This is an optimization exercise on Yosys and OpenROAD, whose aim is small area, a short achievable clock period and few clock cycles per item, not a production implementation. At most, simulation tests tie the RTL to the original design; equivalence was not proved. No functional check of the RTL was part of runs 1 to 4.

===== flow/constraint.sdc =====
create_clock -name core_clock -period 15.0 [get_ports {clk}]
set_input_delay 3.0000 -clock core_clock [delete_from_list [all_inputs] [get_ports {clk}]]
set_output_delay 3.0000 -clock core_clock [all_outputs]
set_load 0.01 [all_outputs]

===== flow/flow/run.sh =====
#!/bin/bash
set -euo pipefail
bash standard.sh SETUP_SLACK_MARGIN=7 finish > standard.log 2>&1

===== flow/config.mk =====
export PLATFORM = sky130hd
export DESIGN_NAME = neuron_mac_seq
export DESIGN_NICKNAME = neuron_mac_seq
export VERILOG_FILES = /design/flow/design.v
export SDC_FILE = /design/flow/constraint.sdc
export NUM_CORES = 4
export LEC_CHECK = 0
export CAP_MARGIN = 20
export CORE_MARGIN = 2
export CORE_UTILIZATION = 65
export SLEW_MARGIN = 20

===== flow/standard.sh =====
#!/bin/bash
# synth_recipe.tcl (not shown) runs the flow's synth.tcl, then flattens the netlist and writes it again
# the make line also repeats each setting of config.mk as NAME=value (left out here)
make -C /OpenROAD-flow-scripts/flow DESIGN_CONFIG=/design/flow/config.mk WORK_HOME=/design/flow/orfs CLKGATE_MAP_FILE= SYNTH_SCRIPT=/design/flow/synth_recipe.tcl "${@:-finish}"

===== flow/design.v =====
package neuron_pkg;
   typedef enum logic [1:0] {
      IDLE  = 2'd0,
      ACCUM = 2'd1,
      FLUSH = 2'd2,
      OUT   = 2'd3
   } mac_state_t;
   localparam logic [31:0] FP_POS_ZERO = 32'h0000_0000;
   localparam logic [31:0] FP_QNAN     = 32'h7FC0_0000;
   function automatic logic [31:0] fp_relu(input logic [31:0] v);
      fp_relu = v[31] ? FP_POS_ZERO : v;
   endfunction
endpackage
module spfp_mul_core
(
   input  logic [31:0] a_i,
   input  logic [31:0] b_i,
   input  logic        z_i,      
   output logic [23:0] plo_o,    
   output logic        stl_o,    
   output logic [35:0] phi_o,    
   output logic        s_o,
   output logic [9:0]  e_o,      
   output logic        nan_o,
   output logic        inf_o,
   output logic        zero_o
);
   logic [7:0]  ea, eb;
   logic [23:0] ma, mb;
   logic [35:0] lo;
   always_comb begin
      ea     = a_i[30:23];
      eb     = b_i[30:23];
      ma     = {1'b1, a_i[22:0]};
      mb     = {1'b1, b_i[22:0]};
      lo     = {12'd0, ma} * {24'd0, mb[11:0]};
      plo_o  = lo[35:12];
      stl_o  = |lo[11:0];
      phi_o  = {12'd0, ma} * {24'd0, mb[23:12]};
      s_o    = (a_i[31] ^ b_i[31]) & !z_i;
      e_o    = {2'd0, ea} + {2'd0, eb} - 10'd127;
      nan_o  = !z_i && ((ea == 8'hFF && a_i[22:0] != 23'd0) || (eb == 8'hFF && b_i[22:0] != 23'd0) ||
               (ea == 8'hFF && eb == 8'd0) || (eb == 8'hFF && ea == 8'd0));
      inf_o  = !z_i && (ea == 8'hFF || eb == 8'hFF);
      zero_o = z_i || ea == 8'd0 || eb == 8'd0;
   end
endmodule
module spfp_mul_merge
(
   input  logic [23:0] plo_i,
   input  logic        stl_i,
   input  logic [35:0] phi_i,
   output logic [25:0] ph_o,     
   output logic        st_o      
);
   logic [35:0] hi;
   always_comb begin
      hi   = phi_i + {12'd0, plo_i};    
      ph_o = hi[35:10];
      st_o = stl_i | (|hi[9:0]);
   end
endmodule
module spfp_mul_round
(
   input  logic [25:0] ph_i,
   input  logic        st_i,
   input  logic        s_i,
   input  logic [9:0]  e_i,
   input  logic        nan_i,
   input  logic        inf_i,
   input  logic        zero_i,
   output logic [31:0] p_o
);
   logic [23:0] r_hi, r_lo;
   logic        up_hi, up_lo, c;
   logic [9:0]  e0, e1, e2, ef;
   logic        z0, z1, z2, o0, o1, o2, uf, of;
   logic [22:0] m;
   always_comb begin
      up_hi = ph_i[1] & (ph_i[0] | st_i | ph_i[2]);
      up_lo = ph_i[0] & (st_i | ph_i[1]);
      r_hi  = {1'b0, ph_i[24:2]} + {23'd0, up_hi};
      r_lo  = {1'b0, ph_i[23:1]} + {23'd0, up_lo};
      e0    = e_i;
      e1    = e_i + 10'd1;
      e2    = e_i + 10'd2;
      z0    = e0[9] || e0 == 10'd0;
      z1    = e1[9] || e1 == 10'd0;
      z2    = e2[9] || e2 == 10'd0;
      o0    = !e0[9] && e0 >= 10'd255;
      o1    = !e1[9] && e1 >= 10'd255;
      o2    = !e2[9] && e2 >= 10'd255;
      if (ph_i[25]) begin
         c  = r_hi[23];
         m  = r_hi[22:0];
         ef = c ? e2 : e1;
         uf = c ? z2 : z1;
         of = c ? o2 : o1;
      end else begin
         c  = r_lo[23];
         m  = r_lo[22:0];
         ef = c ? e1 : e0;
         uf = c ? z1 : z0;
         of = c ? o1 : o0;
      end
      if (nan_i)       p_o = neuron_pkg::FP_QNAN;
      else if (inf_i)  p_o = {s_i, 8'hFF, 23'd0};
      else if (zero_i) p_o = {s_i, 31'd0};
      else if (uf)     p_o = {s_i, 31'd0};
      else if (of)     p_o = {s_i, 8'hFF, 23'd0};
      else             p_o = {s_i, ef[7:0], m};
   end
endmodule
module spfp_multiplier
(
   input  logic [31:0] a_i,
   input  logic [31:0] b_i,
   output logic [31:0] p_o
);
   logic [23:0] plo;
   logic [35:0] phi;
   logic        stl;
   logic [25:0] ph;
   logic        st, s, nan, inf, zero;
   logic [9:0]  e;
   spfp_mul_core  u_core  (.a_i(a_i), .b_i(b_i), .z_i(1'b0), .plo_o(plo), .stl_o(stl), .phi_o(phi), .s_o(s), .e_o(e),
                           .nan_o(nan), .inf_o(inf), .zero_o(zero));
   spfp_mul_merge u_merge (.plo_i(plo), .stl_i(stl), .phi_i(phi), .ph_o(ph), .st_o(st));
   spfp_mul_round u_round (.ph_i(ph), .st_i(st), .s_i(s), .e_i(e), .nan_i(nan), .inf_i(inf),
                           .zero_i(zero), .p_o(p_o));
endmodule
module spfp_adder_subtractor
(
   input  logic [31:0] a_i,
   input  logic [31:0] b_i,
   input  logic        sub_i,
   output logic [31:0] y_o
);
   function automatic logic [4:0] lzc25(input logic [24:0] v);
      logic [31:0] x;
      logic [15:0] v1;
      logic [15:0] p1;
      logic [7:0]  v2;
      logic [15:0] p2;
      logic [3:0]  v3;
      logic [11:0] p3;
      logic [1:0]  v4;
      logic [7:0]  p4;
      x = {v, 7'h7F};
      for (int i = 0; i < 16; i++) begin
         v1[i] = x[2*i+1] | x[2*i];
         p1[i] = !x[2*i+1];
      end
      for (int i = 0; i < 8; i++) begin
         v2[i]        = v1[2*i+1] | v1[2*i];
         p2[2*i+:2]   = v1[2*i+1] ? {1'b0, p1[2*i+1]} : {1'b1, p1[2*i]};
      end
      for (int i = 0; i < 4; i++) begin
         v3[i]        = v2[2*i+1] | v2[2*i];
         p3[3*i+:3]   = v2[2*i+1] ? {1'b0, p2[2*(2*i+1)+:2]} : {1'b1, p2[2*(2*i)+:2]};
      end
      for (int i = 0; i < 2; i++) begin
         v4[i]        = v3[2*i+1] | v3[2*i];
         p4[4*i+:4]   = v3[2*i+1] ? {1'b0, p3[3*(2*i+1)+:3]} : {1'b1, p3[3*(2*i)+:3]};
      end
      lzc25 = v4[1] ? {1'b0, p4[7:4]} : {1'b1, p4[3:0]};
   endfunction
   logic        sa, sb, sub, a_ge, a_gt, b_gt, e_eq, nan, sx, sn;
   logic [7:0]  ea, eb, ex, d;
   logic [8:0]  dab, dba;
   logic [23:0] ma, mb, mx, my;
   logic [4:0]  sh, lz;
   logic [49:0] al;
   logic [26:0] y_al;
   logic [27:0] sum;
   logic [24:0] pd, qd, nr, nn;
   logic [25:0] pdx;
   logic [9:0]  e_nr;
   logic [24:0] r_a, r_b, r_c;
   logic [22:0] far_m;
   logic [7:0]  far_e, ex_m1, ex_p1, ex_p2;
   logic        up_a, up_b, up_c, far_zero, far_inf, near, p_neg, spec;
   logic [31:0] y_spec;
   logic [31:0] y_far, y_near, y_n;
   always_comb begin
      sa   = a_i[31];
      sb   = b_i[31] ^ sub_i;
      ea   = a_i[30:23];
      eb   = b_i[30:23];
      ma   = {1'b1, a_i[22:0]};
      mb   = {1'b1, b_i[22:0]};
      sub  = sa ^ sb;
      dab  = {1'b0, ea} - {1'b0, eb};
      dba  = {1'b0, eb} - {1'b0, ea};
      a_ge = !dab[8];
      e_eq = (ea == eb);
      a_gt = a_ge && !e_eq;
      b_gt = !a_ge;
      ex   = a_ge ? ea : eb;
      sx   = a_ge ? sa : sb;
      mx   = a_ge ? ma : mb;
      my   = a_ge ? mb : ma;
      d    = a_ge ? dab[7:0] : dba[7:0];
      al   = {my, 26'd0} >> d[4:0];
      y_al = (d[7:5] != 3'd0) ? 27'd1 : {al[49:24], |al[23:0]};
      sum  = {1'b0, mx, 3'b000} + ({1'b0, y_al} ^ {28{sub}}) + {27'd0, sub};
      up_a = sum[3] & ((|sum[2:0]) | sum[4]);
      up_b = sum[2] & ((|sum[1:0]) | sum[3]);
      up_c = sum[1] & (sum[0] | sum[2]);
      r_a  = {1'b0, sum[27:4]} + {24'd0, up_a};
      r_b  = {1'b0, sum[26:3]} + {24'd0, up_b};
      r_c  = {1'b0, sum[25:2]} + {24'd0, up_c};
      ex_m1 = ex - 8'd1;
      ex_p1 = ex + 8'd1;
      ex_p2 = ex + 8'd2;
      if (sum[27]) begin
         far_m    = r_a[24] ? 23'd0 : r_a[22:0];
         far_e    = r_a[24] ? ex_p2 : ex_p1;
         far_zero = 1'b0;
         far_inf  = (ex == 8'd254) || (r_a[24] && ex == 8'd253);
      end else if (sum[26]) begin
         far_m    = r_b[24] ? 23'd0 : r_b[22:0];
         far_e    = r_b[24] ? ex_p1 : ex;
         far_zero = 1'b0;
         far_inf  = r_b[24] && ex == 8'd254;
      end else begin
         far_m    = r_c[24] ? 23'd0 : r_c[22:0];
         far_e    = r_c[24] ? ex : ex_m1;
         far_zero = !r_c[24] && ex == 8'd1;
         far_inf  = 1'b0;
      end
      if (far_zero)     y_far = {sx, 31'd0};
      else if (far_inf) y_far = {sx, 8'hFF, 23'd0};
      else              y_far = {sx, far_e, far_m};
      pdx   = {1'b0, ma, 1'b0} - (a_gt ? {2'b0, mb} : {1'b0, mb, 1'b0});
      pd    = pdx[24:0];
      qd    = {mb, 1'b0} - (b_gt ? {1'b0, ma} : {ma, 1'b0});
      p_neg = e_eq && pdx[25];
      nr    = (b_gt || p_neg) ? qd : pd;
      sn    = (b_gt || p_neg) ? sb : sa;
      lz    = lzc25(nr);
      nn    = nr << lz;
      e_nr  = {2'd0, ex} - {5'd0, lz};
      if (nr == 25'd0)                  y_near = 32'd0;
      else if (e_nr[9] || e_nr == 10'd0) y_near = {sn, 31'd0};
      else                              y_near = {sn, e_nr[7:0], nn[23:1]};
      near  = sub && (e_eq || ((dab == 9'd1 || dba == 9'd1) && nr[24:23] == 2'b00));
      y_n = near ? y_near : y_far;
      nan  = (ea == 8'hFF && a_i[22:0] != 23'd0) || (eb == 8'hFF && b_i[22:0] != 23'd0) ||
             (ea == 8'hFF && eb == 8'hFF && sa != sb);
      spec = (ea == 8'hFF) || (eb == 8'hFF) || (ea == 8'd0) || (eb == 8'd0);
      if (nan)                           y_spec = neuron_pkg::FP_QNAN;
      else if (ea == 8'hFF)              y_spec = a_i;
      else if (eb == 8'hFF)              y_spec = {sb, b_i[30:0]};
      else if (ea == 8'd0 && eb == 8'd0) y_spec = {sa & sb, 31'd0};
      else if (ea == 8'd0)               y_spec = {sb, b_i[30:0]};
      else                               y_spec = a_i;
      y_o = spec ? y_spec : y_n;
   end
endmodule
module ReLU
(
   input  logic [31:0] x_i,
   output logic [31:0] y_o
);
   assign y_o = neuron_pkg::fp_relu(x_i);
endmodule
module neuron_mac_seq_ctrl
#(
   parameter  int N_INPUTS = 64,
   localparam int CNT_W    = $clog2(N_INPUTS + 1)
) (
   input  logic             clk,
   input  logic             rst,
   input  logic             start_i,
   input  logic [CNT_W-1:0] len_i,
   input  logic             in_valid_i,
   input  logic             load_i,       
   input  logic             blocked_i,    
   output logic             in_ready_o,
   output logic             busy_o,
   output logic             take_o,       
   output logic             issue_o,      
   output logic             first_o,      
   output logic             last_o,       
   output logic             zero_o        
);
   logic             p_full_q, p_fed_q, f_first_q;
   logic [CNT_W-1:0] p_len_q, f_cnt_q, len_clamp;
   logic             accept, last_pair, free, pick, pick_zero, pick_nz;
   assign len_clamp = (len_i > CNT_W'(N_INPUTS)) ? CNT_W'(N_INPUTS) : len_i;
   always_comb begin
      busy_o     = p_full_q;
      take_o     = start_i && !p_full_q;
      in_ready_o = (f_cnt_q != '0) && !((f_cnt_q == CNT_W'(1)) && blocked_i);
      accept     = in_ready_o && in_valid_i;
      last_pair  = accept && (f_cnt_q == CNT_W'(1));
      free       = (f_cnt_q == '0) || last_pair;
      pick       = free && p_full_q && !p_fed_q;
      pick_zero  = pick && (p_len_q == '0) && (f_cnt_q == '0) && !blocked_i;
      pick_nz    = pick && (p_len_q != '0);
      issue_o    = accept || pick_zero;
      first_o    = pick_zero || f_first_q;
      last_o     = last_pair || pick_zero;
      zero_o     = pick_zero;
   end
   always_ff @(posedge clk or posedge rst) begin
      if (rst) begin
         p_full_q  <= 1'b0;
         p_fed_q   <= 1'b0;
         p_len_q   <= '0;
         f_cnt_q   <= '0;
         f_first_q <= 1'b0;
      end else begin
         if (take_o) begin
            p_full_q <= 1'b1;
            p_fed_q  <= 1'b0;
            p_len_q  <= len_clamp;
         end else begin
            if (load_i) p_full_q <= 1'b0;
            if (pick_zero || pick_nz) p_fed_q <= 1'b1;
         end
         if (pick_nz)     f_cnt_q <= p_len_q;
         else if (accept) f_cnt_q <= f_cnt_q - CNT_W'(1);
         if (pick_nz)     f_first_q <= 1'b1;
         else if (accept) f_first_q <= 1'b0;
      end
   end
endmodule
module neuron_mac_seq
#(
   parameter  int N_INPUTS = 64,
   localparam int CNT_W    = $clog2(N_INPUTS + 1)
) (
   input  logic             clk,
   input  logic             rst,
   input  logic             start,
   input  logic [CNT_W-1:0] len,
   input  logic [31:0]      bias,
   input  logic             act_en,
   output logic             busy,
   input  logic             in_valid,
   output logic             in_ready,
   input  logic [31:0]      in_x,
   input  logic [31:0]      in_w,
   output logic             out_valid,
   input  logic             out_ready,
   output logic [31:0]      out_data
);
   logic        take, issue, first, last, zero, load, blocked;
   logic [31:0] p_bias_q;
   logic        p_act_q;
   logic [31:0] x_q, w_q;
   logic        v_i_q, f_i_q, l_i_q, z_i_q;
   logic [23:0] plo_d, plo_q;
   logic [35:0] phi_d, phi_q;
   logic        stl_d, stl_q;
   logic [25:0] ph;
   logic        st, s_d, s_q, nan_d, nan_q, inf_d, inf_q, zero_d, zero_q;
   logic [9:0]  e_d, e_q;
   logic        v_m_q, f_m_q, l_m_q;
   logic [31:0] p_d, p_q;
   logic        v_r_q, l_r_q;
   logic [31:0] acc_q, add_s, relu_s, out_q;
   logic        acc_act_q, out_v_q;
   assign load    = v_m_q && f_m_q;
   assign blocked = (v_i_q && l_i_q) || (v_m_q && l_m_q) || (v_r_q && l_r_q) || out_v_q;
   neuron_mac_seq_ctrl #(.N_INPUTS(N_INPUTS)) u_ctrl (
      .clk        (clk),
      .rst        (rst),
      .start_i    (start),
      .len_i      (len),
      .in_valid_i (in_valid),
      .load_i     (load),
      .blocked_i  (blocked),
      .in_ready_o (in_ready),
      .busy_o     (busy),
      .take_o     (take),
      .issue_o    (issue),
      .first_o    (first),
      .last_o     (last),
      .zero_o     (zero)
   );
   spfp_mul_core u_mul (.a_i(x_q), .b_i(w_q), .z_i(z_i_q), .plo_o(plo_d), .stl_o(stl_d), .phi_o(phi_d), .s_o(s_d), .e_o(e_d),
                        .nan_o(nan_d), .inf_o(inf_d), .zero_o(zero_d));
   spfp_mul_merge u_mrg (.plo_i(plo_q), .stl_i(stl_q), .phi_i(phi_q), .ph_o(ph), .st_o(st));
   spfp_mul_round u_rnd (.ph_i(ph), .st_i(st), .s_i(s_q), .e_i(e_q), .nan_i(nan_q),
                         .inf_i(inf_q), .zero_i(zero_q), .p_o(p_d));
   spfp_adder_subtractor u_add (.a_i(acc_q), .b_i(p_q), .sub_i(1'b0), .y_o(add_s));
   ReLU u_relu (.x_i(add_s), .y_o(relu_s));
   always_ff @(posedge clk or posedge rst) begin
      if (rst) begin
         v_i_q   <= 1'b0;
         f_i_q   <= 1'b0;
         l_i_q   <= 1'b0;
         v_m_q   <= 1'b0;
         f_m_q   <= 1'b0;
         l_m_q   <= 1'b0;
         v_r_q   <= 1'b0;
         l_r_q   <= 1'b0;
         out_v_q <= 1'b0;
      end else begin
         v_i_q <= issue;
         f_i_q <= first;
         l_i_q <= last;
         v_m_q <= v_i_q;
         f_m_q <= f_i_q;
         l_m_q <= l_i_q;
         v_r_q <= v_m_q;
         l_r_q <= l_m_q;
         if (v_r_q && l_r_q)            out_v_q <= 1'b1;
         else if (out_v_q && out_ready) out_v_q <= 1'b0;
      end
   end
   always_ff @(posedge clk) begin
      if (take) begin
         p_bias_q <= bias;
         p_act_q  <= act_en;
      end
      x_q    <= in_x;
      w_q    <= in_w;
      z_i_q  <= zero;
      plo_q  <= plo_d;
      stl_q  <= stl_d;
      phi_q  <= phi_d;
      s_q    <= s_d;
      e_q    <= e_d;
      nan_q  <= nan_d;
      inf_q  <= inf_d;
      zero_q <= zero_d;
      p_q    <= p_d;
      if (load) begin
         acc_q     <= p_bias_q;
         acc_act_q <= p_act_q;
      end else if (v_r_q) begin
         acc_q <= add_s;
      end
      if (v_r_q && l_r_q) out_q <= acc_act_q ? relu_s : add_s;
   end
   assign out_valid = out_v_q;
   assign out_data  = out_q;
endmodule

==> results.sh, run 1 <==
export IMPL_status="finished clean"
export IMPL_grt_antenna_before_repair=1
export IMPL_vias=42178
export IMPL_clock_latency_ns=0.61
export IMPL_synth_edf_count=98
export IMPL_whs_ns=0.3726
export IMPL_seqCellArea_um2=7039
export IMPL_min_period_over_period_pct=54.18
export IMPL_dieArea_um2=69780
export IMPL_num_io_pins=144
export IMPL_nets=6386
export IMPL_yosys_area_top_type="fa_1"
export IMPL_drtIter0Drc=5641
export IMPL_core_area_um2=67040
export IMPL_holdCritStartpoint="f_i_q"
export IMPL_hold_path_cell_count=0
export IMPL_postRouteAntennaNets=0
export IMPL_ys_ff_latch=296
export IMPL_tritoncts="done"
export IMPL_arrival_ns=8.47
export IMPL_finalMaxSlewViolations=0
export IMPL_synth_ff_type="dfxtp_1"
export IMPL_post_place_ws_ns=5.328
export IMPL_row_count=95
export IMPL_cts_root_buf="clkbuf_16"
export IMPL_max_stage_delay_ns=0.43
export IMPL_multiInputGateArea_um2=35620
export IMPL_yosysWarningCount=7
export IMPL_drt_pass1_iter_count=7
export IMPL_fin_ws_ns=6.873
export IMPL_postLayoutCoreUtil_pct=76.32
export IMPL_postCtsHoldBufs=0
export IMPL_synth_most_common_cell="nand2_1"
export IMPL_n_fill_cell=4906
export IMPL_maxCapViolations=0
export IMPL_fp_dieW_um=264.2
export IMPL_clock_sinks=296
export IMPL_drive_gt1_share_pct=13.26
export IMPL_synthCells=5342
export IMPL_synth_area_um2=43990
export IMPL_grt_pass1_vias=41652
export IMPL_synthTopCellsByArea="fa_1 20%, ha_1 8.4%, dfxtp_1 7.8%, edfxtp_1 6.7%, nand2_1 6.4%"
export IMPL_grt_start_max_net_pins=44
export IMPL_htree_num_levels=2
export IMPL_hold_class="flip-flop to flip-flop"
export IMPL_worst_pin_slew_ns=1.132
export IMPL_hold_violations=0
export IMPL_required_ns=15.34
export IMPL_die_h_um=264.2
export IMPL_slowest_stage="edfxtp_1"
export IMPL_grt_overflow=0
export IMPL_relSlewSlack_pct=24.43
export IMPL_ff2ff_setup_slack_ns=6.87
export IMPL_setup_tns_ns=0
export IMPL_place_gp_congestion=1.087
export IMPL_syn_num_nets=6193
export IMPL_portBuffers=143
export IMPL_area_growth_pct=16.31
export IMPL_start_util_pct=65.62
export IMPL_hold_end="f_m_q"
export IMPL_post_dp_hpwl_um=109000
export IMPL_setup_violations=0
export IMPL_synth_common_cells="754 x nand2_1, 578 x inv_1, 446 x fa_1, 356 x nor2_1, 296 x ha_1"
export IMPL_rr_worst_depth=36
export IMPL_routedWlPerCell_um=23.50
export IMPL_cts_buffer_depth=3
export IMPL_grt_pass1_wl_um=230500
export IMPL_drc=0
export IMPL_seq_area_frac_synth_pct=16.00
export IMPL_reg2reg_to="acc_q[2]"
export IMPL_fin_crit_ns=8.127
export IMPL_clock_fmax_ghz=0.1231
export IMPL_crit_path_start_kind="flip-flop"
export IMPL_synth_top_area_share_pct=20.30
export IMPL_cts_made_buffers=38
export IMPL_rsz0062_at_grt="true"
export IMPL_syn_area_per_cell_um2=8.235
export IMPL_reg2reg_from="acc_q[23]"
export IMPL_track_usage_pct=41.94
export IMPL_critPathCaptureType="flip-flop"
export IMPL_synth_distinct_cells=119
export IMPL_clkTransAtPathRegs_ns=0.06
export IMPL_path_class="flip-flop to flip-flop"
export IMPL_routed_wl_um=151400
export IMPL_synthArstFlopShare_pct=8.784
export IMPL_critPathMaxFanout=7
export IMPL_avgViaCountPerCell=6.548
export IMPL_skew_ns=0.04478
timing repair:
item                       CTS  global route
gates cloned                 8             7
setup endpoints to repair   64            65
pin swaps                   45            92
buffers inserted            68           110
resized for setup          162           244
registers in the layout, indices dropped and copies added (netlist names), 7 cells and up:
| signal | cells |
|---|---|
| phi_q | 36 |
| acc_q | 32 |
| out_q | 32 |
| p_bias_q | 32 |
| p_q | 32 |
| w_q | 32 |
| x_q | 32 |
| plo_q | 24 |
| e_q | 10 |
| u_ctrl.f_cnt_q | 7 |
| u_ctrl.p_len_q | 7 |
worst max-delay path: cells and delay by family, from the launching register on:
kind | cells | cell delay [ns]
AO/OA/AOI/OAI | 17 | 3.74
adder cells (fa/ha/maj) | 5 | 1.17
AND/OR/NAND/NOR | 5 | 1.12
buffers and inverters | 7 | 0.97
multiplexers | 2 | 0.43
flip-flops | 1 | 0.43
per-stage QoR:
stage | std cells | area, um^2
global route | 6438 | 51160
detailed placement | 6175 | 46220
finish | 6441 | 51170
floorplan | 5342 | 44260
CTS | 6321 | 49070
global placement | 6175 | 46220
layer usage:
metal  track usage [%]  vias to the layer above  share of wire (%)
li1                  -                    18575                  -
met1             52.76                    20273                 37
met2             65.89                     2643                 44
met3             9.657                      685                 11
met4             25.46                        2                7.4
met5                 0                        -              0.029
cell families (layout without fill, tap and decap cells):
logic type,Yosys count,count (layout),synth area share (%)
and+or+nand+nor,1936,1937,21.04
AOI/OAI and AO/OA,1050,1053,16.14
buffers and inverters,841,1059,7.318
adders and majority gates,742,742,28.72
DFF,296,296,16.00
xor gates and xnor gates,283,283,5.694
muxes,194,195,5.091
other,0,3,0
area by class of cell:
| cell class | instances | area share (%) |
|---|---|---|
| Antenna cell | 3 | 0.01467 |
| Clock buffer | 51 | 2.184 |
| Clock inverter | 19 | 0.5037 |
| Inverter | 582 | 4.306 |
| Multi-Input combinational cell | 4210 | 69.61 |
| Sequential cell | 296 | 13.76 |
| Tap cell | 873 | 2.135 |
| Timing Repair Buffer | 407 | 7.490 |
worst max path at each step:
stage          endpoint  startpoint  slack, ns
2_1_floorplan  acc_q[6]   acc_q[23]       7.00
3_3_place_gp   acc_q[7]   acc_q[28]       5.07
3_5_place_dp   acc_q[7]   acc_q[28]       5.33
4_1_cts        acc_q[3]   acc_q[23]       7.01
5_1_grt        acc_q[2]   acc_q[23]       6.76
6_report       acc_q[2]   acc_q[23]       6.87
layout by cell type (no fill, tap or decap), types with 18 or more instances in the layout:
master | netlist | layout
nand3_1 | 121 | 112
buf_4 | 1 | 235
a21boi_0 | 31 | 25
and3_1 | 36 | 32
nor2_1 | 356 | 339
fa_1 | 446 | 443
mux2_2 | 38 | 36
a31oi_1 | 35 | 30
xor2_1 | 85 | 81
xnor2_1 | 196 | 189
nor2b_1 | 50 | 46
o21bai_1 | 22 | 20
o21a_1 | 39 | 36
or3_1 | 33 | 28
dfrtp_1 | 26 | 26
o21ai_0 | 202 | 173
mux2i_1 | 136 | 131
nor4_1 | 54 | 48
a21oi_2 | 2 | 32
and2_1 | 235 | 231
nand2b_1 | 49 | 45
edfxtp_1 | 98 | 98
dfxtp_1 | 172 | 170
nor3_1 | 97 | 86
mux4_2 | 19 | 19
a211oi_1 | 64 | 49
o21ai_1 | 12 | 26
nand2_1 | 754 | 751
inv_1 | 578 | 573
a21o_1 | 76 | 76
clkbuf_16 | 0 | 45
or2_2 | 21 | 18
ha_1 | 296 | 258
clkdlybuf4s50_1 | 0 | 143
ha_2 | 0 | 22
a21oi_1 | 268 | 232
o211ai_1 | 31 | 31
nand4_1 | 50 | 50
==> inputs of run 2 (changes only) <==
==> flow/flow/run.sh (replaced) <==
#!/bin/bash
set -euo pipefail
bash standard.sh SETUP_SLACK_MARGIN=8 finish > standard.log 2>&1
--- a/flow/config.mk
+++ b/flow/config.mk
@@ -7,5 +7,5 @@
 export LEC_CHECK = 0
 export CAP_MARGIN = 20
 export CORE_MARGIN = 2
-export CORE_UTILIZATION = 65
+export CORE_UTILIZATION = 50
 export SLEW_MARGIN = 20
==> run 2 against run 1 <==
  * Area after synthesis did not move
  * First-iteration DRC count fell by 28%
  * Largest cell class unchanged
  * Synthesized cell count did not move
  * Critical path type unchanged
==> results.sh, run 2 <==
export IMPL_synth_edf_count=98
export IMPL_syn_num_nets=6193
export IMPL_cts_root_buf="clkbuf_16"
export IMPL_synth_ff_type="dfxtp_1"
export IMPL_clock_latency_ns=0.63
export IMPL_track_usage_pct=35.04
export IMPL_hold_end="f_m_q"
export IMPL_synthTopCellsByArea="fa_1 20%, ha_1 8.4%, dfxtp_1 7.8%, edfxtp_1 6.7%, nand2_1 6.4%"
export IMPL_cts_buffer_depth=3
export IMPL_synth_most_common_cell="nand2_1"
export IMPL_grt_start_max_net_pins=44
export IMPL_slowest_stage="ha_1"
export IMPL_drt_pass1_iter_count=8
export IMPL_largest_reg_flops=36
export IMPL_seq_area_frac_synth_pct=16.00
export IMPL_startpoint="acc_q[23]"
export IMPL_reg2reg_to="acc_q[29]"
export IMPL_hold_violations=0
export IMPL_routedWlPerCell_um=23.58
export IMPL_place_gp_congestion=1.041
export IMPL_relSlewSlack_pct=26.11
export IMPL_required_ns=15.37
export IMPL_yosysWarningCount=7
export IMPL_vias=41764
export IMPL_drc=0
export IMPL_top_usage_layer="met2"
export IMPL_finalMaxSlewViolations=0
export IMPL_max_stage_delay_ns=0.48
export IMPL_cts_made_buffers=40
export IMPL_ff2ff_setup_slack_ns=7.20
export IMPL_setup_tns_ns=0
export IMPL_synth_distinct_cells=119
export IMPL_drtIter0Drc=4046
export IMPL_final_cell_area_um2=54000
export IMPL_reg2reg_from="acc_q[23]"
export IMPL_status="finished clean"
export IMPL_fin_ws_ns=7.202
export IMPL_grt_overflow=0
export IMPL_skew_ns=0.04135
export IMPL_use_met1_pct=47.15
export IMPL_setup_violations=0
export IMPL_yosys_area_top_type="fa_1"
export IMPL_synthCells=5342
export IMPL_row_count=108
export IMPL_post_place_ws_ns=5.199
export IMPL_syn_area_per_cell_um2=8.235
export IMPL_holdCritStartpoint="f_i_q"
export IMPL_grt_pass1_wl_um=244200
export IMPL_arrival_ns=8.17
export IMPL_num_io_pins=144
export IMPL_routed_wl_um=161100
export IMPL_whs_ns=0.3508
export IMPL_synth_top_area_share_pct=20.30
export IMPL_ys_ff_latch=296
export IMPL_hold_path_cell_count=0
export IMPL_critPathMaxFanout=13
export IMPL_dieArea_um2=90370
export IMPL_clkTransAtPathRegs_ns=0.06
export IMPL_hold_class="flip-flop to flip-flop"
export IMPL_top_register="phi_q"
export IMPL_min_period_over_period_pct=51.99
export IMPL_rsz0062_at_grt="true"
export IMPL_rr_worst_depth=37
export IMPL_placed_area_um2=46760
export IMPL_synth_common_cells="754 x nand2_1, 578 x inv_1, 446 x fa_1, 356 x nor2_1, 296 x ha_1"
export IMPL_crit_path_start_kind="flip-flop"
export IMPL_clock_fmax_ghz=0.1282
export IMPL_portBuffers=143
export IMPL_post_dp_hpwl_um=117300
export IMPL_path_class="flip-flop to flip-flop"
export IMPL_clock_sinks=296
export IMPL_core_area_um2=87020
export IMPL_cpMostUsedCell="ha_4"
export IMPL_final_cell_mix="743 x nand2_1, 569 x inv_1, 442 x fa_1"
export IMPL_grt_pass1_vias=40951
export IMPL_grt_antenna_before_repair=5
export IMPL_postLayoutCoreUtil_pct=62.05
export IMPL_htree_num_levels=2
export IMPL_die_h_um=300.6
export IMPL_start_util_pct=50.55
export IMPL_nets=6492
export IMPL_layout_commonest_cell="nand2_1"
export IMPL_worst_pin_slew_ns=1.108
export IMPL_postRouteAntennaNets=0
export IMPL_met3_usage_pct=8.348
export IMPL_critPathCaptureType="flip-flop"
export IMPL_tritoncts="done"
export IMPL_synth_area_um2=43990
export IMPL_maxCapViolations=0
export IMPL_area_growth_pct=22.76
export IMPL_fin_crit_ns=7.798
export IMPL_fp_dieW_um=300.6
export IMPL_gr_usage_met2_pct=53.35
export IMPL_synthArstFlopShare_pct=8.784
export IMPL_drive_gt1_share_pct=17.75
export IMPL_avgViaCountPerCell=6.114
## run 2: cell counts after synthesis
No cell type changed its count.
## run 2: worst max-delay path by stage
stage | depth (start not counted) | to | slack (ns)
after floorplan | 43 | acc_q[6] | 7.10
after global placement | 29 | acc_q[19] | 5.23
after detailed placement | 31 | acc_q[20] | 5.20
after CTS | 40 | acc_q[6] | 7.31
after global routing | 37 | acc_q[6] | 6.94
final | 37 | acc_q[29] | 7.20
## run 2: worst max-delay path, delay by kind of cell, from the launching register on
| family | cells | cell delay, ns |
|---|---|---|
| AOI/OAI and AO/OA | 14 | 2.86 |
| DFF | 1 | 0.40 |
| buffers and inverters | 9 | 1.32 |
| and+or+nand+nor | 5 | 0.78 |
| adders and majority gates | 5 | 1.25 |
| muxes | 4 | 0.92 |
## run 2: layer usage
metal	vias to the layer above	wire [um]
li1	18782	-
met1	20466	67360
met2	2001	69180
met3	509	15460
met4	6	9034
met5	-	68
## run 2: logic make-up after synthesis
logic type                 after synthesis  share of synthesized area (%)
AOI/OAI and AO/OA                     1050                          16.14
buffers and inverters                  841                          7.318
DFF                                    296                          16.00
xor gates and xnor gates               283                          5.694
adders and majority gates              742                          28.72
and+or+nand+nor                       1936                          21.04
muxes                                  194                          5.091
## run 2: metrics by stage
stage	instances
6_report	6831
3_5_place_dp	6469
4_1_cts	6742
2_1_floorplan	5342
3_3_place_gp	6469
5_1_grt	6829
## run 2: layout make-up
type,instances,area [um^2]
repair buffers,510,4856
diodes,3,7.507
flip-flops and latches,296,7046
clock buffers,54,1177
multi-input cells,4211,37010
clock inverters,20,250.2
fillers,7700,33020
well taps,1155,1445
inverters,582,2212
## run 2: what timing repair did
item / in CTS / in global routing
buffers inserted: 185 / 82
gates resized for setup: 433 / 281
cloned: 14 / 3
pin swaps: 141 / 131
hold buffers: 0 / 0
setup endpoints to repair: 93 / 112
==> inputs of run 3 (changes only) <==
--- a/flow/design.v
+++ b/flow/design.v
@@ -170,7 +170,8 @@
    logic [8:0]  dab, dba;
    logic [23:0] ma, mb, mx, my;
    logic [4:0]  sh, lz;
-   logic [49:0] al;
+   logic [49:0] al_a, al_b;
+   logic [26:0] ya, yb;
    logic [26:0] y_al;
    logic [27:0] sum;
    logic [24:0] pd, qd, nr, nn;
@@ -199,10 +200,12 @@
       ex   = a_ge ? ea : eb;
       sx   = a_ge ? sa : sb;
       mx   = a_ge ? ma : mb;
-      my   = a_ge ? mb : ma;
       d    = a_ge ? dab[7:0] : dba[7:0];
-      al   = {my, 26'd0} >> d[4:0];
-      y_al = (d[7:5] != 3'd0) ? 27'd1 : {al[49:24], |al[23:0]};
+      al_b = {mb, 26'd0} >> dab[4:0];
+      al_a = {ma, 26'd0} >> dba[4:0];
+      yb   = (dab[7:5] != 3'd0) ? 27'd1 : {al_b[49:24], |al_b[23:0]};
+      ya   = (dba[7:5] != 3'd0) ? 27'd1 : {al_a[49:24], |al_a[23:0]};
+      y_al = a_ge ? yb : ya;
       sum  = {1'b0, mx, 3'b000} + ({1'b0, y_al} ^ {28{sub}}) + {27'd0, sub};
       up_a = sum[3] & ((|sum[2:0]) | sum[4]);
       up_b = sum[2] & ((|sum[1:0]) | sum[3]);
==> flow/flow/run.sh (replaced) <==
#!/bin/bash
set -euo pipefail
bash standard.sh SETUP_SLACK_MARGIN=7 finish > standard.log 2>&1
==> run 3 against run 2 <==
  * Cell area decreased by 2.3%
  * Still clean on timing, DRC and antenna
  * Flip-flop and latch count unchanged
  * Non-clock buffer count shrank 98
  * Clock-buffer cell count grew 2
  * Clock skew decreased by 0.0031 ns
  * Critical path depth shrank 9
==> results.sh, run 3 <==
export IMPL_layout_commonest_cell="nand2_1"
export IMPL_final_cell_mix="722 x nand2_1, 555 x inv_1, 444 x fa_1"
export IMPL_num_io_pins=144
export IMPL_arrival_ns=8.32
export IMPL_crit_end="out_q[9]"
export IMPL_final_cells=6868
export IMPL_postRouteAntennaNets=0
export IMPL_slowest_stage="a222oi_1"
export IMPL_hold_class="flip-flop to flip-flop"
export IMPL_synth_distinct_cells=117
export IMPL_area_growth_pct=16.79
export IMPL_critPathMaxFanout=8
export IMPL_skew_ns=0.03829
export IMPL_ys_ff_latch=296
export IMPL_fin_ws_ns=6.990
export IMPL_rsz0062_at_grt="true"
export IMPL_routedWlPerCell_um=23.37
export IMPL_synthTopCellsByArea="fa_1 20%, ha_1 8.2%, dfxtp_1 7.6%, edfxtp_1 6.5%, nand2_1 6.1%"
export IMPL_synthArstFlopShare_pct=8.784
export IMPL_drt_pass1_iter_count=9
export IMPL_setup_violations=0
export IMPL_yosysWarningCount=7
export IMPL_drive_gt1_share_pct=13.32
export IMPL_setup_tns_ns=0
export IMPL_maxCapViolations=0
export IMPL_vias=42477
export IMPL_core_area_um2=89740
export IMPL_grt_start_max_net_pins=61
export IMPL_placed_area_um2=47850
export IMPL_nets=6511
export IMPL_yosys_area_top_type="fa_1"
export IMPL_track_usage_pct=33.92
export IMPL_max_stage_delay_ns=0.72
export IMPL_largest_reg_flops=36
export IMPL_cts_root_buf="clkbuf_16"
export IMPL_reg2reg_to="out_q[9]"
export IMPL_grt_pass1_vias=41259
export IMPL_final_cell_area_um2=52740
export IMPL_avgViaCountPerCell=6.185
export IMPL_multiInputGateArea_um2=36880
export IMPL_hold_violations=0
export IMPL_finalMaxSlewViolations=0
export IMPL_tritoncts="done"
export IMPL_synth_most_common_cell="nand2_1"
export IMPL_postCtsHoldBufs=0
export IMPL_die_h_um=304.5
export IMPL_start_util_pct=50.32
export IMPL_clock_latency_ns=0.63
export IMPL_seq_area_frac_synth_pct=15.58
export IMPL_routed_wl_um=160500
export IMPL_relSlewSlack_pct=27.72
export IMPL_min_period_over_period_pct=53.40
export IMPL_post_place_ws_ns=4.817
export IMPL_portBuffers=143
export IMPL_drc=0
export IMPL_grt_antenna_before_repair=3
export IMPL_rr_worst_depth=28
export IMPL_reg2reg_from="acc_q[23]"
export IMPL_drtIter0Drc=4669
export IMPL_clock_sinks=296
export IMPL_status="finished clean"
export IMPL_synth_top_area_share_pct=19.77
export IMPL_worst_pin_slew_ns=1.077
export IMPL_crit_path_start_kind="flip-flop"
export IMPL_synth_common_cells="731 x nand2_1, 561 x inv_1, 446 x fa_1, 352 x nor2_1, 296 x ha_1"
export IMPL_syn_area_per_cell_um2=8.254
export IMPL_fin_crit_ns=8.010
export IMPL_cts_buffer_depth=3
export IMPL_synth_edf_count=98
export IMPL_startpoint="acc_q[23]"
export IMPL_seqCellArea_um2=7051
export IMPL_row_count=110
export IMPL_top_register="phi_q"
export IMPL_synth_area_um2=45160
export IMPL_holdCritStartpoint="f_i_q"
export IMPL_cts_made_buffers=39
export IMPL_grt_overflow=0
export IMPL_path_class="flip-flop to flip-flop"
export IMPL_post_dp_hpwl_um=120900
export IMPL_grt_pass1_wl_um=245600
export IMPL_ff2ff_setup_slack_ns=6.99
export IMPL_dieArea_um2=92740
export IMPL_fp_dieW_um=304.5
export IMPL_place_gp_congestion=1.084
export IMPL_postLayoutCoreUtil_pct=58.77
export IMPL_syn_num_nets=6322
export IMPL_clock_fmax_ghz=0.1249
export IMPL_synth_ff_type="dfxtp_1"
export IMPL_required_ns=15.31
export IMPL_critPathCaptureType="flip-flop"
export IMPL_clkTransAtPathRegs_ns=0.06
export IMPL_dp_cells=6615
export IMPL_synthCells=5471
export IMPL_n_fill_cell=8174
export IMPL_htree_num_levels=2
## run 3: cell types whose count changed after synthesis, moves of 20 or more
cell and delta:
mux2i_1 +39, nand2_1 -23, o21ai_0 -25, nand4_1 +20
nor2b_1 -20, o22ai_1 +29, nor3_1 +32
## run 3: worst min path at each step
stage,to,slack [ns],cells past startpoint
6_report,f_m_q,0.35,0
5_1_grt,f_m_q,0.36,0
4_1_cts,f_m_q,0.35,0
3_5_place_dp,f_m_q,0.33,0
3_3_place_gp,f_m_q,0.33,0
2_1_floorplan,f_m_q,0.33,0
## run 3: per-stage QoR
stage / hold slack (ns)
2_1_floorplan: 0.3312
3_3_place_gp: 0.3317
3_5_place_dp: 0.3347
4_1_cts: 0.3487
5_1_grt: 0.3599
6_report: 0.3502
## run 3: area by class of cell
type | count | area share [%]
diodes | 1 | 0.004745
clock buffers | 56 | 2.142
clock inverters | 16 | 0.4437
inverters | 565 | 4.031
multi-input cells | 4346 | 69.93
flip-flops and latches | 296 | 13.37
well taps | 1176 | 2.790
repair buffers | 412 | 7.291
## run 3: repair_timing
action                                 CTS  global route
gates resized for setup                223           188
setup buffers                           86            83
endpoints found under the hold margin    0             0
cloned                                   7             4
setup endpoints to repair               64            63
pin swaps                               75            69
## run 3: cells by family after synthesis
group	count (synthesis)	share of synthesized area (%)
AOI/OAI and AO/OA	1103	16.62
buffers and inverters	831	7.065
adders and majority gates	742	27.97
muxes	238	5.774
xor gates and xnor gates	282	5.536
and+or+nand+nor	1979	21.45
DFF	296	15.58
## run 3: layer usage
layer  vias up  share of wire [%]  routed length, um  track usage [%]
met2      2119                 44              70290            52.76
met4         2                5.1               8209            14.25
met5         -             0.0081                 13                0
li1      19232                  -                  -                -
met3       431                 10              16640            7.475
met1     20693                 41              65330            45.62
## run 3: critical path, delay by kind of cell (launching register included)
| kind | cells | cell delay, ns |
|---|---|---|
| xor gates and xnor gates | 1 | 0.21 |
| DFF | 1 | 0.43 |
| AOI/OAI and AO/OA | 8 | 2.40 |
| buffers and inverters | 3 | 0.26 |
| and+or+nand+nor | 10 | 2.46 |
| adders and majority gates | 4 | 1.13 |
| muxes | 2 | 0.79 |
==> inputs of run 4 (changes only) <==
--- a/flow/design.v
+++ b/flow/design.v
@@ -290,7 +290,7 @@
 );
    logic             p_full_q, p_fed_q, f_first_q;
    logic [CNT_W-1:0] p_len_q, f_cnt_q, len_clamp;
-   logic             accept, last_pair, free, pick, pick_zero, pick_nz;
+   logic             accept, last_pair, free, pick, pick_zero, pick_nz, take_feed;
    assign len_clamp = (len_i > CNT_W'(N_INPUTS)) ? CNT_W'(N_INPUTS) : len_i;
    always_comb begin
       busy_o     = p_full_q;
@@ -302,6 +302,7 @@
       pick       = free && p_full_q && !p_fed_q;
       pick_zero  = pick && (p_len_q == '0) && (f_cnt_q == '0) && !blocked_i;
       pick_nz    = pick && (p_len_q != '0);
+      take_feed  = take_o && (f_cnt_q == '0) && (len_clamp != '0);
       issue_o    = accept || pick_zero;
       first_o    = pick_zero || f_first_q;
       last_o     = last_pair || pick_zero;
@@ -317,16 +318,17 @@
       end else begin
          if (take_o) begin
             p_full_q <= 1'b1;
-            p_fed_q  <= 1'b0;
+            p_fed_q  <= take_feed;
             p_len_q  <= len_clamp;
          end else begin
             if (load_i) p_full_q <= 1'b0;
             if (pick_zero || pick_nz) p_fed_q <= 1'b1;
          end
-         if (pick_nz)     f_cnt_q <= p_len_q;
-         else if (accept) f_cnt_q <= f_cnt_q - CNT_W'(1);
-         if (pick_nz)     f_first_q <= 1'b1;
-         else if (accept) f_first_q <= 1'b0;
+         if (take_feed)    f_cnt_q <= len_clamp;
+         else if (pick_nz) f_cnt_q <= p_len_q;
+         else if (accept)  f_cnt_q <= f_cnt_q - CNT_W'(1);
+         if (take_feed || pick_nz) f_first_q <= 1'b1;
+         else if (accept)          f_first_q <= 1'b0;
       end
    end
 endmodule
--- a/flow/config.mk
+++ b/flow/config.mk
@@ -7,5 +7,5 @@
 export LEC_CHECK = 0
 export CAP_MARGIN = 20
 export CORE_MARGIN = 2
-export CORE_UTILIZATION = 50
+export CORE_UTILIZATION = 65
 export SLEW_MARGIN = 20
==> run 4 against run 3 <==
  * Worst hold slack barely moved
  * Area after synthesis increased by 0.30%
  * Global-route usage grew 8.9 points
  * Still clean on timing, DRC and antenna
  * Final cell count fell by 4.0%
  * Critical path type unchanged
  * Critical path depth did not move
  * Worst setup slack worse by 0.18 ns
  * Highest routed layer unchanged
  * Routed wire length decreased by 1.9%
  * Cell area barely moved
==> results.sh, run 4 <==
export IMPL_relSlewSlack_pct=22.23
export IMPL_tritoncts="done"
export IMPL_status="finished clean"
export IMPL_synth_distinct_cells=121
export IMPL_reg2reg_to="acc_q[18]"
export IMPL_grt_pass1_wl_um=238000
export IMPL_rsz0062_at_grt="true"
export IMPL_max_stage_delay_ns=0.88
export IMPL_slowest_stage="a222oi_1"
export IMPL_rr_worst_depth=28
export IMPL_synth_most_common_cell="nand2_1"
export IMPL_maxCapViolations=0
export IMPL_seq_area_frac_synth_pct=15.54
export IMPL_die_h_um=268.0
export IMPL_syn_area_per_cell_um2=8.296
export IMPL_clock_latency_ns=0.61
export IMPL_cts_root_buf="clkbuf_16"
export IMPL_clock_fmax_ghz=0.1221
export IMPL_grt_start_max_net_pins=43
export IMPL_required_ns=15.36
export IMPL_setup_violations=0
export IMPL_postLayoutCoreUtil_pct=76.63
export IMPL_synth_area_um2=45290
export IMPL_cpMostUsedCell="a21oi_1"
export IMPL_synth_edf_count=98
export IMPL_synthCells=5460
export IMPL_grt_pass1_vias=42474
export IMPL_nets=6483
export IMPL_largest_reg_flops=36
export IMPL_path_class="flip-flop to flip-flop"
export IMPL_layout_commonest_cell="nand2_1"
export IMPL_track_usage_pct=42.86
export IMPL_drc=0
export IMPL_fin_crit_ns=8.190
export IMPL_hold_violations=0
export IMPL_hold_end="f_m_q"
export IMPL_drt_pass1_iter_count=11
export IMPL_postRouteAntennaNets=0
export IMPL_hold_path_cell_count=0
export IMPL_num_io_pins=144
export IMPL_postCtsHoldBufs=0
export IMPL_cts_buffer_depth=3
export IMPL_synth_ff_type="dfxtp_1"
export IMPL_skew_ns=0.06917
export IMPL_grt_overflow=0
export IMPL_grt_antenna_before_repair=6
export IMPL_core_area_um2=68830
export IMPL_reg2reg_from="acc_q[23]"
export IMPL_place_gp_congestion=1.103
export IMPL_min_period_over_period_pct=54.60
export IMPL_synthTopCellsByArea="fa_1 20%, ha_1 8.2%, dfxtp_1 7.6%, edfxtp_1 6.5%, nand2_1 5.7%"
export IMPL_post_dp_hpwl_um=113700
export IMPL_row_count=96
export IMPL_crit_path_start_kind="flip-flop"
export IMPL_fp_dieW_um=268.0
export IMPL_setup_tns_ns=0
export IMPL_dieArea_um2=71810
export IMPL_clkTransAtPathRegs_ns=0.06
export IMPL_clock_sinks=296
export IMPL_vias=43620
export IMPL_htree_num_levels=2
export IMPL_hold_class="flip-flop to flip-flop"
export IMPL_worst_pin_slew_ns=1.165
export IMPL_synth_common_cells="687 x nand2_1, 564 x inv_1, 446 x fa_1, 340 x nor2_1, 296 x ha_1"
export IMPL_routed_wl_um=157500
export IMPL_start_util_pct=65.81
export IMPL_drtIter0Drc=5335
export IMPL_ys_ff_latch=296
export IMPL_synth_top_area_share_pct=19.71
export IMPL_portBuffers=143
export IMPL_avgViaCountPerCell=6.613
export IMPL_ff2ff_setup_slack_ns=6.81
export IMPL_area_growth_pct=16.45
export IMPL_critPathMaxFanout=8
export IMPL_yosysWarningCount=7
export IMPL_holdCritStartpoint="f_i_q"
export IMPL_routedWlPerCell_um=23.87
export IMPL_syn_num_nets=6311
export IMPL_arrival_ns=8.55
export IMPL_final_cell_mix="677 x nand2_1, 559 x inv_1, 443 x fa_1"
export IMPL_cts_made_buffers=40
export IMPL_whs_ns=0.3501
export IMPL_yosys_area_top_type="fa_1"
export IMPL_top_register="phi_q"
export IMPL_drive_gt1_share_pct=13.83
export IMPL_synthArstFlopShare_pct=8.784
export IMPL_finalMaxSlewViolations=0
export IMPL_critPathCaptureType="flip-flop"
==> run 4: cell count changes after synthesis, moves of 11 or more <==
| cell | before | now |
|---|---|---|
| a2111oi_0 | 17 | 6 |
| and2_1 | 248 | 262 |
| clkbuf_1 | 216 | 231 |
| mux2_2 | 50 | 36 |
| mux4_2 | 13 | 25 |
| nand2_1 | 731 | 687 |
| nand3_1 | 116 | 131 |
| nand4_1 | 70 | 56 |
| nor2_1 | 352 | 340 |
| nor3_1 | 129 | 142 |
| nor4_1 | 53 | 67 |
| o21a_1 | 45 | 32 |
| xor2_1 | 86 | 100 |
==> run 4: area by class of cell <==
cell class | instances | area [um^2]
diodes | 3 | 7.507
clock buffers | 53 | 1100
clock inverters | 19 | 191.4
fillers | 4920 | 16080
inverters | 568 | 2157
multi-input cells | 4325 | 37320
flip-flops and latches | 296 | 7047
well taps | 931 | 1165
repair buffers | 400 | 3749
repair inverters | 1 | 5.005
==> run 4: worst max-delay path by stage <==
stage	from	endpoint	slack (ns)	depth (start not counted)
5_1_grt	acc_q[23]	acc_q[21]	6.86	36
3_3_place_gp	p_q[23]	acc_q[7]	4.22	32
4_1_cts	acc_q[23]	acc_q[5]	7.00	29
6_report	acc_q[23]	acc_q[18]	6.81	28
2_1_floorplan	acc_q[23]	acc_q[13]	7.01	38
3_5_place_dp	acc_q[23]	acc_q[14]	4.41	35
==> run 4: kinds of logic (layout without fill, tap and decap cells) <==
group / count (synthesis) / after routing / synth area share, %
simple gates: 1974 / 1979 / 21.44
compound gates: 1074 / 1076 / 16.26
buf+inv: 846 / 1041 / 7.174
fa+ha+maj: 742 / 742 / 27.89
flops: 296 / 296 / 15.54
xor+xnor: 293 / 293 / 5.682
mux: 235 / 235 / 6.011
other cells: 0 / 3 / 0
==> run 4: routing by layer <==
metal | up-vias | GRT usage (%) | routed length (um)
met5 | - | 0 | 97
met4 | 6 | 27.69 | 12380
met3 | 771 | 8.110 | 17530
met2 | 2848 | 70.22 | 71290
met1 | 20840 | 51.97 | 56180
li1 | 19155 | - | -
==> run 4: repair_timing <==
item / in CTS / in global routing
endpoints found under the setup margin: 64 / 63
gates cloned: 11 / 7
setup buffers: 84 / 81
resized for setup: 229 / 223
pin swaps: 67 / 88
==> run 4: stage by stage <==
| step | setup WS (ns) | std cells | instance area, um^2 |
|---|---|---|---|
| 2_1_floorplan | 7.006 | 5460 | 45380 |
| 3_3_place_gp | 4.215 | 6337 | 47530 |
| 3_5_place_dp | 4.411 | 6338 | 47550 |
| 4_1_cts | 7.002 | 6505 | 50800 |
| 5_1_grt | 6.857 | 6594 | 52740 |
| 6_report | 6.810 | 6596 | 52740 |
==> run 4: critical path, delay by kind of cell, from the launching register on <==
family | cells | cell delay [ns]
buffers and inverters | 6 | 0.76
XOR/XNOR | 1 | 0.23
adder cells (fa/ha/maj) | 3 | 1.23
flip-flops | 1 | 0.43
multiplexers | 2 | 0.43
AND/OR/NAND/NOR | 9 | 1.79
AO/OA/AOI/OAI | 7 | 3.11
==> inputs of run 5 (changes only) <==
--- a/flow/design.v
+++ b/flow/design.v
@@ -137,41 +137,18 @@
    output logic [31:0] y_o
 );
    function automatic logic [4:0] lzc25(input logic [24:0] v);
-      logic [31:0] x;
-      logic [15:0] v1;
-      logic [15:0] p1;
-      logic [7:0]  v2;
-      logic [15:0] p2;
-      logic [3:0]  v3;
-      logic [11:0] p3;
-      logic [1:0]  v4;
-      logic [7:0]  p4;
-      x = {v, 7'h7F};
-      for (int i = 0; i < 16; i++) begin
-         v1[i] = x[2*i+1] | x[2*i];
-         p1[i] = !x[2*i+1];
-      end
-      for (int i = 0; i < 8; i++) begin
-         v2[i]        = v1[2*i+1] | v1[2*i];
-         p2[2*i+:2]   = v1[2*i+1] ? {1'b0, p1[2*i+1]} : {1'b1, p1[2*i]};
-      end
-      for (int i = 0; i < 4; i++) begin
-         v3[i]        = v2[2*i+1] | v2[2*i];
-         p3[3*i+:3]   = v2[2*i+1] ? {1'b0, p2[2*(2*i+1)+:2]} : {1'b1, p2[2*(2*i)+:2]};
-      end
-      for (int i = 0; i < 2; i++) begin
-         v4[i]        = v3[2*i+1] | v3[2*i];
-         p4[4*i+:4]   = v3[2*i+1] ? {1'b0, p3[3*(2*i+1)+:3]} : {1'b1, p3[3*(2*i)+:3]};
-      end
-      lzc25 = v4[1] ? {1'b0, p4[7:4]} : {1'b1, p4[3:0]};
+      logic [4:0] n;
+      n = 5'd25;
+      for (int i = 0; i < 25; i++)
+         if (v[i]) n = 5'(24 - i);
+      lzc25 = n;
    endfunction
    logic        sa, sb, sub, a_ge, a_gt, b_gt, e_eq, nan, sx, sn;
    logic [7:0]  ea, eb, ex, d;
    logic [8:0]  dab, dba;
    logic [23:0] ma, mb, mx, my;
    logic [4:0]  sh, lz;
-   logic [49:0] al_a, al_b;
-   logic [26:0] ya, yb;
+   logic [49:0] al;
    logic [26:0] y_al;
    logic [27:0] sum;
    logic [24:0] pd, qd, nr, nn;
@@ -200,12 +177,10 @@
       ex   = a_ge ? ea : eb;
       sx   = a_ge ? sa : sb;
       mx   = a_ge ? ma : mb;
+      my   = a_ge ? mb : ma;
       d    = a_ge ? dab[7:0] : dba[7:0];
-      al_b = {mb, 26'd0} >> dab[4:0];
-      al_a = {ma, 26'd0} >> dba[4:0];
-      yb   = (dab[7:5] != 3'd0) ? 27'd1 : {al_b[49:24], |al_b[23:0]};
-      ya   = (dba[7:5] != 3'd0) ? 27'd1 : {al_a[49:24], |al_a[23:0]};
-      y_al = a_ge ? yb : ya;
+      al   = {my, 26'd0} >> d[4:0];
+      y_al = (d[7:5] != 3'd0) ? 27'd1 : {al[49:24], |al[23:0]};
       sum  = {1'b0, mx, 3'b000} + ({1'b0, y_al} ^ {28{sub}}) + {27'd0, sub};
       up_a = sum[3] & ((|sum[2:0]) | sum[4]);
       up_b = sum[2] & ((|sum[1:0]) | sum[3]);
@@ -290,7 +265,7 @@
 );
    logic             p_full_q, p_fed_q, f_first_q;
    logic [CNT_W-1:0] p_len_q, f_cnt_q, len_clamp;
-   logic             accept, last_pair, free, pick, pick_zero, pick_nz, take_feed;
+   logic             accept, last_pair, free, pick, pick_zero, pick_nz;
    assign len_clamp = (len_i > CNT_W'(N_INPUTS)) ? CNT_W'(N_INPUTS) : len_i;
    always_comb begin
       busy_o     = p_full_q;
@@ -302,7 +277,6 @@
       pick       = free && p_full_q && !p_fed_q;
       pick_zero  = pick && (p_len_q == '0) && (f_cnt_q == '0) && !blocked_i;
       pick_nz    = pick && (p_len_q != '0);
-      take_feed  = take_o && (f_cnt_q == '0) && (len_clamp != '0);
       issue_o    = accept || pick_zero;
       first_o    = pick_zero || f_first_q;
       last_o     = last_pair || pick_zero;
@@ -318,17 +292,16 @@
       end else begin
          if (take_o) begin
             p_full_q <= 1'b1;
-            p_fed_q  <= take_feed;
+            p_fed_q  <= 1'b0;
             p_len_q  <= len_clamp;
          end else begin
             if (load_i) p_full_q <= 1'b0;
             if (pick_zero || pick_nz) p_fed_q <= 1'b1;
          end
-         if (take_feed)    f_cnt_q <= len_clamp;
-         else if (pick_nz) f_cnt_q <= p_len_q;
-         else if (accept)  f_cnt_q <= f_cnt_q - CNT_W'(1);
-         if (take_feed || pick_nz) f_first_q <= 1'b1;
-         else if (accept)          f_first_q <= 1'b0;
+         if (pick_nz)     f_cnt_q <= p_len_q;
+         else if (accept) f_cnt_q <= f_cnt_q - CNT_W'(1);
+         if (pick_nz)     f_first_q <= 1'b1;
+         else if (accept) f_first_q <= 1'b0;
       end
    end
 endmodule
==> flow/flow/run.sh (replaced) <==
#!/bin/bash
set -euo pipefail
bash standard.sh SETUP_SLACK_MARGIN=6 finish > standard.log 2>&1
==> run 5 against run 4 <==
  * Sequential share of layout area grew 1.1 points
  * Clock skew shrank 0.046 ns
  * Final cell count shrank 5.1%
  * First-iteration DRC count shrank 29%
  * Critical path type unchanged
==> results.sh, run 5 <==
export IMPL_critPathMaxFanout=18
export IMPL_synth_area_um2=44030
export IMPL_relSlewSlack_pct=23.97
export IMPL_worst_pin_slew_ns=1.139
export IMPL_layout_commonest_cell="nand2_1"
export IMPL_post_dp_hpwl_um=107700
export IMPL_synthTopCellsByArea="fa_1 20%, ha_1 8.4%, dfxtp_1 7.8%, edfxtp_1 6.7%, nand2_1 6.2%"
export IMPL_rsz0062_at_grt="false"
export IMPL_grt_pass1_wl_um=218200
export IMPL_synthCells=5293
export IMPL_maxCapViolations=0
export IMPL_top_register="phi_q"
export IMPL_start_util_pct=65.56
export IMPL_setup_violations=0
export IMPL_fin_crit_ns=8.807
export IMPL_synth_ff_type="dfxtp_1"
export IMPL_skew_ns=0.02284
export IMPL_htree_num_levels=2
export IMPL_hold_violations=0
export IMPL_n_fill_cell=5310
export IMPL_vias=40348
export IMPL_drt_pass1_iter_count=7
export IMPL_max_stage_delay_ns=0.56
export IMPL_synth_most_common_cell="nand2_1"
export IMPL_grt_antenna_before_repair=5
export IMPL_cts_root_buf="clkbuf_16"
export IMPL_crit_path_start_kind="flip-flop"
export IMPL_syn_num_nets=6144
export IMPL_syn_area_per_cell_um2=8.318
export IMPL_cpMostUsedCell="inv_1"
export IMPL_yosysWarningCount=7
export IMPL_hold_class="flip-flop to flip-flop"
export IMPL_path_class="flip-flop to flip-flop"
export IMPL_multiInputGateArea_um2=34340
export IMPL_area_growth_pct=10.50
export IMPL_status="finished clean"
export IMPL_nets=6205
export IMPL_synth_distinct_cells=125
export IMPL_clkTransAtPathRegs_ns=0.06
export IMPL_final_cell_mix="723 x nand2_1, 574 x inv_1, 445 x fa_1"
export IMPL_ys_ff_latch=296
export IMPL_core_area_um2=67160
export IMPL_yosys_area_top_type="fa_1"
export IMPL_postCtsHoldBufs=0
export IMPL_slowest_stage="or4_4"
export IMPL_drc=0
export IMPL_postRouteAntennaNets=0
export IMPL_grt_start_max_net_pins=42
export IMPL_drive_gt1_share_pct=8.135
export IMPL_cts_buffer_depth=3
export IMPL_row_count=95
export IMPL_grt_overflow=0
export IMPL_largest_reg_flops=36
export IMPL_track_usage_pct=39.96
export IMPL_whs_ns=0.3472
export IMPL_routedWlPerCell_um=22.64
export IMPL_clock_latency_ns=0.60
export IMPL_seq_area_frac_synth_pct=15.98
export IMPL_drtIter0Drc=3787
export IMPL_num_io_pins=144
export IMPL_synth_common_cells="725 x nand2_1, 575 x inv_1, 447 x fa_1, 335 x nor2_1, 295 x ha_1"
export IMPL_critPathCaptureType="flip-flop"
export IMPL_tritoncts="done"
export IMPL_routed_wl_um=141700
export IMPL_arrival_ns=9.13
export IMPL_min_period_over_period_pct=58.71
export IMPL_die_h_um=264.3
export IMPL_seqCellArea_um2=7039
export IMPL_synth_edf_count=98
export IMPL_clock_fmax_ghz=0.1135
export IMPL_clock_sinks=296
export IMPL_cts_made_buffers=38
export IMPL_synth_top_area_share_pct=20.32
export IMPL_avgViaCountPerCell=6.446
export IMPL_place_gp_congestion=1.039
export IMPL_required_ns=15.32
export IMPL_setup_tns_ns=0
export IMPL_fp_dieW_um=264.3
export IMPL_portBuffers=143
export IMPL_dieArea_um2=69830
export IMPL_synthArstFlopShare_pct=8.784
export IMPL_grt_pass1_vias=39050
export IMPL_finalMaxSlewViolations=0
==> run 5: routing by layer <==
layer  share of wire, %  track usage [%]  vias up  wire (um)
li1                   -                -    18167          -
met1                 37            48.35    19373      52290
met2                 46            64.59     2182      64500
met3                9.5            8.072      620      13500
met4                8.0            27.10        6      11380
met5              0.018                0        -         26
==> run 5: metrics by stage <==
step,worst slack [ns],cells,cell area (um^2),utilization (%)
6_report,6.193,6259,48650,72.44
5_1_grt,5.935,6257,48650,72.43
4_1_cts,5.997,6207,47860,71.26
3_5_place_dp,4.774,6120,46080,68.62
3_3_place_gp,4.985,6120,46080,68.62
2_1_floorplan,6.005,5293,44110,-
==> run 5: worst max-delay path: cells and delay by family, from the launching register on <==
family / cells / cell delay (ns)
buf+inv: 3 / 0.37
xor+xnor: 1 / 0.16
fa+ha+maj: 2 / 0.67
flops: 1 / 0.51
simple gates: 6 / 2.23
mux: 5 / 1.52
compound gates: 12 / 3.05
==> run 5: timing repair <==
item | CTS | global route
endpoints found under the setup margin | 62 | 62
pin swaps | 6 | 23
setup buffers | 13 | 46
gates resized for setup | 53 | 74
cloned | 4 | 3
==> run 5: cell families (layout without fill, tap and decap cells) <==
kind of cell             count (synthesis)  in the layout  synth area share (%)
AND/OR/NAND/NOR                       1907           1907                 21.05
AO/OA/AOI/OAI                          989            989                 15.26
buffers and inverters                  837            927                 7.349
adder cells (fa/ha/maj)                742            742                 28.71
XOR/XNOR                               300            300                 6.113
flip-flops                             296            296                 15.98
multiplexers                           222            223                 5.539
other                                    0              2                     0
==> run 5: path summary, 6_finish.rpt <==
check	start	end	slack (ns)	depth (start not counted)
min reg2reg	f_i_q	f_m_q	0.35	0
max in group asynchronous	rst	u_ctrl.f_cnt_q[1]	11.90	3
min	f_i_q	f_m_q	0.35	0
min in group asynchronous	rst	u_ctrl.p_full_q	2.67	2
max reg2reg	acc_q[27]	acc_q[7]	6.19	29
max	acc_q[27]	acc_q[7]	6.19	29
==> run 5: layout make-up <==
type | count | area share [%]
timing repair buffer | 278 | 5.445
tap | 873 | 2.245
antenna | 2 | 0.01029
inverter | 579 | 4.475
sequential | 296 | 14.47
multi-input combinational | 4161 | 70.58
clock inverter | 26 | 0.6712
clock buffer | 44 | 2.104
Testbench counts of run 5, summed over its fixed seeds: cycles 7,900, items 7,831.

-- afterwards: timing with drivers on the ports --
In the flow no input, the clock included, has a driving cell. The finished layouts below were timed again as built, in two steps.
Step 1 sets driving cells, clkbuf_16 on the clock port and buf_2 on the other inputs (assumed; they add their load-dependent delay and slew).
Step 2 adds t to the input delays and takes it off the output delays; t is the mean of the earliest and latest rising clock arrival at the registers after step 1. Input paths then give back, and output paths get back, about the clock's delay inside the block.
a / b / c = ideal / step 1 / step 2; a / b = the first two.
run	t, ns	slack for setup (ns)	worst slew at a driven data input, ns
run 1	0.655	6.873 / 6.873 / 6.873	0.07
run 2	0.681	7.202 / 7.202 / 7.202	0.05
run 3	0.677	6.990 / 6.990 / 6.990	0.05
run 4	0.645	6.810 / 6.810 / 6.810	0.06
run 5	0.655	6.193 / 6.193 / 6.193	0.06
After both steps every run listed still meets setup and hold.
